Context: an optimization exercise on an open-source flow, tuned for small area. The choices shown serve that exercise and are no tape-out recipe.
Where RTL was checked, it was by simulation tests only, not by an equivalence proof against the original.

==> flow/design.v (excerpt) <==
module cam_if_top (
    input  logic                   s_cam_clk_dft,
    input  logic                   rstn_i,
    input  logic                   cfg_valid_i,
    input  logic                   cfg_rwn_i,
    input  cam_cfg_pkg::cfg_addr_e cfg_addr_i,
    input  cam_cfg_pkg::cfg_word_t cfg_data_i,
    output cam_cfg_pkg::cfg_word_t cfg_data_o,
    output logic                   cfg_ready_o,
    input  cam_pix_pkg::pix_byte_t cam_data_i,
    input  logic                   cam_hsync_i,
    input  logic                   cam_vsync_i,
    output cam_pix_pkg::out_word_t data_o,
    output logic                   data_valid_o,
    input  logic                   data_ready_i,
    output logic                   frame_evt_o
);
    logic [31:0] r_glob;
    logic [31:0] r_ll;
    logic [31:0] r_ur;
    logic [31:0] r_size;
    logic [31:0] r_filter;
    logic        r_vsync_pol;
    logic [2:0]  r_rsel;      
    logic [15:0] r_dcl;       
    logic        s_wr;
    assign s_wr = cfg_valid_i & ~cfg_rwn_i;
    always_ff @(posedge s_cam_clk_dft or negedge rstn_i) begin
        if (!rstn_i) begin
            r_glob      <= '0;
            r_ll        <= '0;
            r_ur        <= '0;
            r_size      <= '0;
            r_filter    <= '0;
            r_vsync_pol <= 1'b0;
        end else if (s_wr) begin
            case (cfg_addr_i)
                5'd0: r_glob      <= cfg_data_i;
                5'd1: r_ll        <= cfg_data_i;
                5'd2: r_ur        <= cfg_data_i;
                5'd3: r_size      <= cfg_data_i;
                5'd4: r_filter    <= cfg_data_i;
                5'd5: r_vsync_pol <= cfg_data_i[0];
                default: ;
            endcase
        end
    end
    always_ff @(posedge s_cam_clk_dft or negedge rstn_i) begin
        if (!rstn_i) begin
            cfg_ready_o <= 1'b0;
            r_rsel      <= 3'd0;
        end else begin
  ...
Size in the first run: roughly 2400 cells after synthesis, roughly 320 flip-flops, ~120 I/O pins, ~0.020 mm2 of cells after synthesis.
Settings: LEC_CHECK=0, ABC_AREA=1, CAP_MARGIN=20, CORE_MARGIN=2, CORE_UTILIZATION=60, CTS_CLUSTER_DIAMETER=100, CTS_CLUSTER_SIZE=24, SLEW_MARGIN=20; clock period 8.0 ns.
run.sh (not shown) runs the stock make flow with config.mk's settings and CLKGATE_MAP_FILE= SYNTH_SCRIPT=/design/flow/synth_recipe.tcl, a recipe that flattens the netlist after the stock synthesis.
Change:
--- a/flow/design.v
+++ b/flow/design.v
@@ -491,65 +491,27 @@
 wire t_443 = t_404 ^ t_406;
 wire t_441 = t_443 ^ t_365;
 wire t_442 = (t_404 & t_406) | (t_443 & t_365);
 wire t_446 = t_407 ^ t_409;
 wire t_444 = t_446 ^ t_371;
 wire t_445 = (t_407 & t_409) | (t_446 & t_371);
 wire t_449 = t_410 ^ t_412;
 wire t_447 = t_449 ^ t_377;
 wire t_448 = (t_410 & t_412) | (t_449 & t_377);
 wire t_452 = t_413 ^ t_375;
 wire t_450 = t_452 ^ t_378;
 wire t_451 = (t_413 & t_375) | (t_452 & t_378);
-wire t_453 = t_415 ^ t_89;
-wire t_454 = t_415 & t_89;
-wire t_457 = t_416 ^ t_417;
-wire t_455 = t_457 ^ t_454;
-wire t_456 = (t_416 & t_417) | (t_457 & t_454);
-wire t_460 = t_418 ^ t_420;
-wire t_458 = t_460 ^ t_456;
-wire t_459 = (t_418 & t_420) | (t_460 & t_456);
-wire t_463 = t_421 ^ t_423;
-wire t_461 = t_463 ^ t_459;
-wire t_462 = (t_421 & t_423) | (t_463 & t_459);
-wire t_466 = t_424 ^ t_426;
-wire t_464 = t_466 ^ t_462;
-wire t_465 = (t_424 & t_426) | (t_466 & t_462);
-wire t_469 = t_427 ^ t_429;
-wire t_467 = t_469 ^ t_465;
-wire t_468 = (t_427 & t_429) | (t_469 & t_465);
-wire t_472 = t_430 ^ t_432;
-wire t_470 = t_472 ^ t_468;
-wire t_471 = (t_430 & t_432) | (t_472 & t_468);
-wire t_475 = t_433 ^ t_435;
-wire t_473 = t_475 ^ t_471;
-wire t_474 = (t_433 & t_435) | (t_475 & t_471);
-wire t_478 = t_436 ^ t_438;
-wire t_476 = t_478 ^ t_474;
-wire t_477 = (t_436 & t_438) | (t_478 & t_474);
-wire t_481 = t_439 ^ t_441;
-wire t_479 = t_481 ^ t_477;
-wire t_480 = (t_439 & t_441) | (t_481 & t_477);
-wire t_484 = t_442 ^ t_444;
-wire t_482 = t_484 ^ t_480;
-wire t_483 = (t_442 & t_444) | (t_484 & t_480);
-wire t_487 = t_445 ^ t_447;
-wire t_485 = t_487 ^ t_483;
-wire t_486 = (t_445 & t_447) | (t_487 & t_483);
-wire t_490 = t_448 ^ t_450;
-wire t_488 = t_490 ^ t_486;
-wire t_489 = (t_448 & t_450) | (t_490 & t_486);
-wire t_491 = t_451 ^ t_489;
-wire t_492 = t_451 & t_489;
-assign s_sum = {t_491, t_488, t_485, t_482, t_479, t_476, t_473, t_470, t_467, t_464, t_461, t_458, t_455, t_453, t_81};
+wire [14:0] row_a = {t_451, t_448, t_445, t_442, t_439, t_436, t_433, t_430, t_427, t_424, t_421, t_418, t_416, t_415, t_81};
+wire [14:0] row_b = {1'b0, t_450, t_447, t_444, t_441, t_438, t_435, t_432, t_429, t_426, t_423, t_420, t_417, t_89, 1'b0};
+assign s_sum = (row_a + row_b);
 endmodule
 module cam_if_top (
     input  logic                   s_cam_clk_dft,
     input  logic                   rstn_i,
     input  logic                   cfg_valid_i,
     input  logic                   cfg_rwn_i,
     input  cam_cfg_pkg::cfg_addr_e cfg_addr_i,
     input  cam_cfg_pkg::cfg_word_t cfg_data_i,
     output cam_cfg_pkg::cfg_word_t cfg_data_o,
     output logic                   cfg_ready_o,
     input  cam_pix_pkg::pix_byte_t cam_data_i,
     input  logic                   cam_hsync_i,
Setup slack improved by 800 ps. Via count went up by 1.8%. Die area went up by 1.4%. Flip-flop and latch count stays the same. Cell area went down by 0.48%. Synthesized cell count went up by 2.5%. Critical path depth went down by 2. Worst hold slack improved by 29 ps. Clock-buffer cell count went up by 3. Synthesized area went up by 1.4%. Routed wire length went up by 0.44%. Global-route usage went down by 0.57 points.
Only the layout flow was run in the second run of this note; the RTL was not checked for function there.

* * *

Another version of the RTL of cam_if_top (not shown whole).
Size: ~2300 cells after synthesis, about 320 flip-flops, about 120 I/O pins, roughly 20000 um^2 of cells after synthesis.
// cam_if_top
module cam_if_top (
    input  logic                   s_cam_clk_dft,
    input  logic                   rstn_i,
    input  logic                   cfg_valid_i,
    input  logic                   cfg_rwn_i,
    input  cam_cfg_pkg::cfg_addr_e cfg_addr_i,
    input  cam_cfg_pkg::cfg_word_t cfg_data_i,
    output cam_cfg_pkg::cfg_word_t cfg_data_o,
    output logic                   cfg_ready_o,
    input  cam_pix_pkg::pix_byte_t cam_data_i,
    input  logic                   cam_hsync_i,
    input  logic                   cam_vsync_i,
    output cam_pix_pkg::out_word_t data_o,
    output logic                   data_valid_o,
    input  logic                   data_ready_i,
    output logic                   frame_evt_o
);
Settings: LEC_CHECK=0, ABC_AREA=1, CAP_MARGIN=20, CORE_MARGIN=2, CORE_UTILIZATION=60, CTS_CLUSTER_DIAMETER=100, CTS_CLUSTER_SIZE=24, SLEW_MARGIN=20; clock period 8.0 ns.
standard.sh (not shown) runs the stock make flow with config.mk's settings and CLKGATE_MAP_FILE= SYNTH_SCRIPT=/design/flow/synth_recipe.tcl, a recipe that flattens the netlist after the stock synthesis.
==> flow/flow/run.sh <==
#!/bin/bash
set -euo pipefail
here="$PWD"
mk() { make -s -C "$FLOW_HOME" DESIGN_CONFIG="$here/config.mk" WORK_HOME="$here/orfs" "$@"; }
dont_use=$(mk print-DONT_USE_CELLS | sed 's/^DONT_USE_CELLS *[:=] *//')
lib=$(mk print-LIB_FILES | sed 's/^LIB_FILES *[:=] *//' | awk '{print $1}')
echo "liberty: $lib" > restructure_lib.log
echo "dont use: $dont_use" >> restructure_lib.log
python3 flow/libfilter.py "$lib" "$here/restructure.lib" $dont_use >> restructure_lib.log 2>&1
mkdir -p "$here/restructure_work"
export RESTRUCT_LIB="$here/restructure.lib"
export RESTRUCT_DIR="$here/restructure_work"
export POST_FLOORPLAN_TCL="$here/flow/restructure.tcl"
export BUFFER_PORTS_ARGS="-buffer_cell sky130_fd_sc_hd__buf_1"
export CTS_ARGS="-sink_clustering_enable -repair_clock_nets -dont_use_dummy_load -sink_clustering_size 24 -sink_clustering_max_diameter 100"
bash standard.sh > flow_make.log 2>&1
==> flow/flow/libfilter.py <==
#!/usr/bin/env python3
"""Copy a liberty file without the cells whose names are given: libfilter.py IN OUT NAME..."""
import re, sys
src, dst, drop = sys.argv[1], sys.argv[2], set(sys.argv[3:])
text = open(src).read()
out = []
pos = 0
for m in re.finditer(r'\n\s*cell\s*\(\s*"?([\w]+)"?\s*\)\s*\{', text):
    if m.start() < pos:
        continue
    if m.group(1) not in drop:
        continue
    # find the matching closing brace
    depth, i = 0, m.end() - 1
    while True:
        c = text[i]
        if c == '{':
            depth += 1
        elif c == '}':
            depth -= 1
            if depth == 0:
                break
        i += 1
    out.append(text[pos:m.start()])
    pos = i + 1
out.append(text[pos:])
open(dst, 'w').write(''.join(out))
==> flow/flow/restructure.tcl <==
# Run at the end of floorplanning (POST_FLOORPLAN_TCL): re-map the synthesized
# combinational logic for area with OpenROAD's restructure (ABC). Registers are
# not touched. The liberty file given to ABC is the platform's without its
# don't-use cells.
restructure -target area \
  -liberty_file $::env(RESTRUCT_LIB) \
  -tielo_port sky130_fd_sc_hd__conb_1/LO \
  -tiehi_port sky130_fd_sc_hd__conb_1/HI \
  -work_dir $::env(RESTRUCT_DIR) \
  -abc_logfile $::env(RESTRUCT_DIR)/abc.log
report_design_area
Rerun with:
--- a/flow/design.v
+++ b/flow/design.v
@@ -496,55 +496,17 @@
 wire t_445 = (t_407 & t_409) | (t_446 & t_371);
 wire t_449 = t_410 ^ t_412;
 wire t_447 = t_449 ^ t_377;
 wire t_448 = (t_410 & t_412) | (t_449 & t_377);
 wire t_452 = t_413 ^ t_375;
 wire t_450 = t_452 ^ t_378;
 wire t_451 = (t_413 & t_375) | (t_452 & t_378);
-wire t_453 = t_415 ^ t_89;
-wire t_454 = t_415 & t_89;
-wire t_457 = t_416 ^ t_417;
-wire t_455 = t_457 ^ t_454;
-wire t_456 = (t_416 & t_417) | (t_457 & t_454);
-wire t_460 = t_418 ^ t_420;
-wire t_458 = t_460 ^ t_456;
-wire t_459 = (t_418 & t_420) | (t_460 & t_456);
-wire t_463 = t_421 ^ t_423;
-wire t_461 = t_463 ^ t_459;
-wire t_462 = (t_421 & t_423) | (t_463 & t_459);
-wire t_466 = t_424 ^ t_426;
-wire t_464 = t_466 ^ t_462;
-wire t_465 = (t_424 & t_426) | (t_466 & t_462);
-wire t_469 = t_427 ^ t_429;
-wire t_467 = t_469 ^ t_465;
-wire t_468 = (t_427 & t_429) | (t_469 & t_465);
-wire t_472 = t_430 ^ t_432;
-wire t_470 = t_472 ^ t_468;
-wire t_471 = (t_430 & t_432) | (t_472 & t_468);
-wire t_475 = t_433 ^ t_435;
-wire t_473 = t_475 ^ t_471;
-wire t_474 = (t_433 & t_435) | (t_475 & t_471);
-wire t_478 = t_436 ^ t_438;
-wire t_476 = t_478 ^ t_474;
-wire t_477 = (t_436 & t_438) | (t_478 & t_474);
-wire t_481 = t_439 ^ t_441;
-wire t_479 = t_481 ^ t_477;
-wire t_480 = (t_439 & t_441) | (t_481 & t_477);
-wire t_484 = t_442 ^ t_444;
-wire t_482 = t_484 ^ t_480;
-wire t_483 = (t_442 & t_444) | (t_484 & t_480);
-wire t_487 = t_445 ^ t_447;
-wire t_485 = t_487 ^ t_483;
-wire t_486 = (t_445 & t_447) | (t_487 & t_483);
-wire t_490 = t_448 ^ t_450;
-wire t_488 = t_490 ^ t_486;
-wire t_489 = (t_448 & t_450) | (t_490 & t_486);
-wire t_491 = t_451 ^ t_489;
-wire t_492 = t_451 & t_489;
-assign s_sum = {t_491, t_488, t_485, t_482, t_479, t_476, t_473, t_470, t_467, t_464, t_461, t_458, t_455, t_453, t_81};
+wire [14:0] row_a = {t_451, t_448, t_445, t_442, t_439, t_436, t_433, t_430, t_427, t_424, t_421, t_418, t_416, t_415, t_81};
+wire [14:0] row_b = {1'b0, t_450, t_447, t_444, t_441, t_438, t_435, t_432, t_429, t_426, t_423, t_420, t_417, t_89, 1'b0};
+assign s_sum = (row_a + row_b);
 endmodule
 module cam_if_top (
     input  logic                   s_cam_clk_dft,
     input  logic                   rstn_i,
     input  logic                   cfg_valid_i,
     input  logic                   cfg_rwn_i,
     input  cam_cfg_pkg::cfg_addr_e cfg_addr_i,
=>
- clock-buffer cell count is unchanged
- area after synthesis goes up by 0.90%
- routed wire length goes down by 2.6%
- non-clock buffer count goes down by 15
- fmax goes up by 5.6%
- first-iteration DRC count goes down by 11%
- via count goes down by 2.2%
- utilization goes down by 0.98 points
- critical path depth goes down by 8
- clock skew goes down by 0.040 ns
- sequential share of layout area goes up by 0.42 points
The RTL of the first run of this note was laid out without a check of its function.

==> separate check: timing with driven ports <==
How much do the figures lean on ideal ports? The routed layouts below were timed once more, with nothing changed but the port constraints. Step 1: set_driving_cell puts a clkbuf_16 on s_cam_clk_dft and a buf_2 on each other input, an assumption about the parent block. Step 2 times the ports against the registers' clock, not the clock port: input delays grow and output delays shrink by t, the midpoint of the rising clock arrivals with the driver on. Three values: ideal ports, drivers, drivers and shift; two values: the first two.
| run | shift t [ns] | slack for setup (ns) | cell pins on the clock port's net |
|---|---|---|---|
| the first run of note 1 | 0.587 | 0.238 / 0.238 / 0.238 | 1 |
| the second run of note 1 | 0.587 | 1.033 / 1.033 / 1.033 | 1 |
| the first run of note 2 | 0.554 | 0.702 / 0.702 / 0.702 | 1 |
| the second run of note 2 | 0.563 | 1.088 / 1.088 / 1.088 | 1 |
After both steps setup and hold are still met in every run listed.
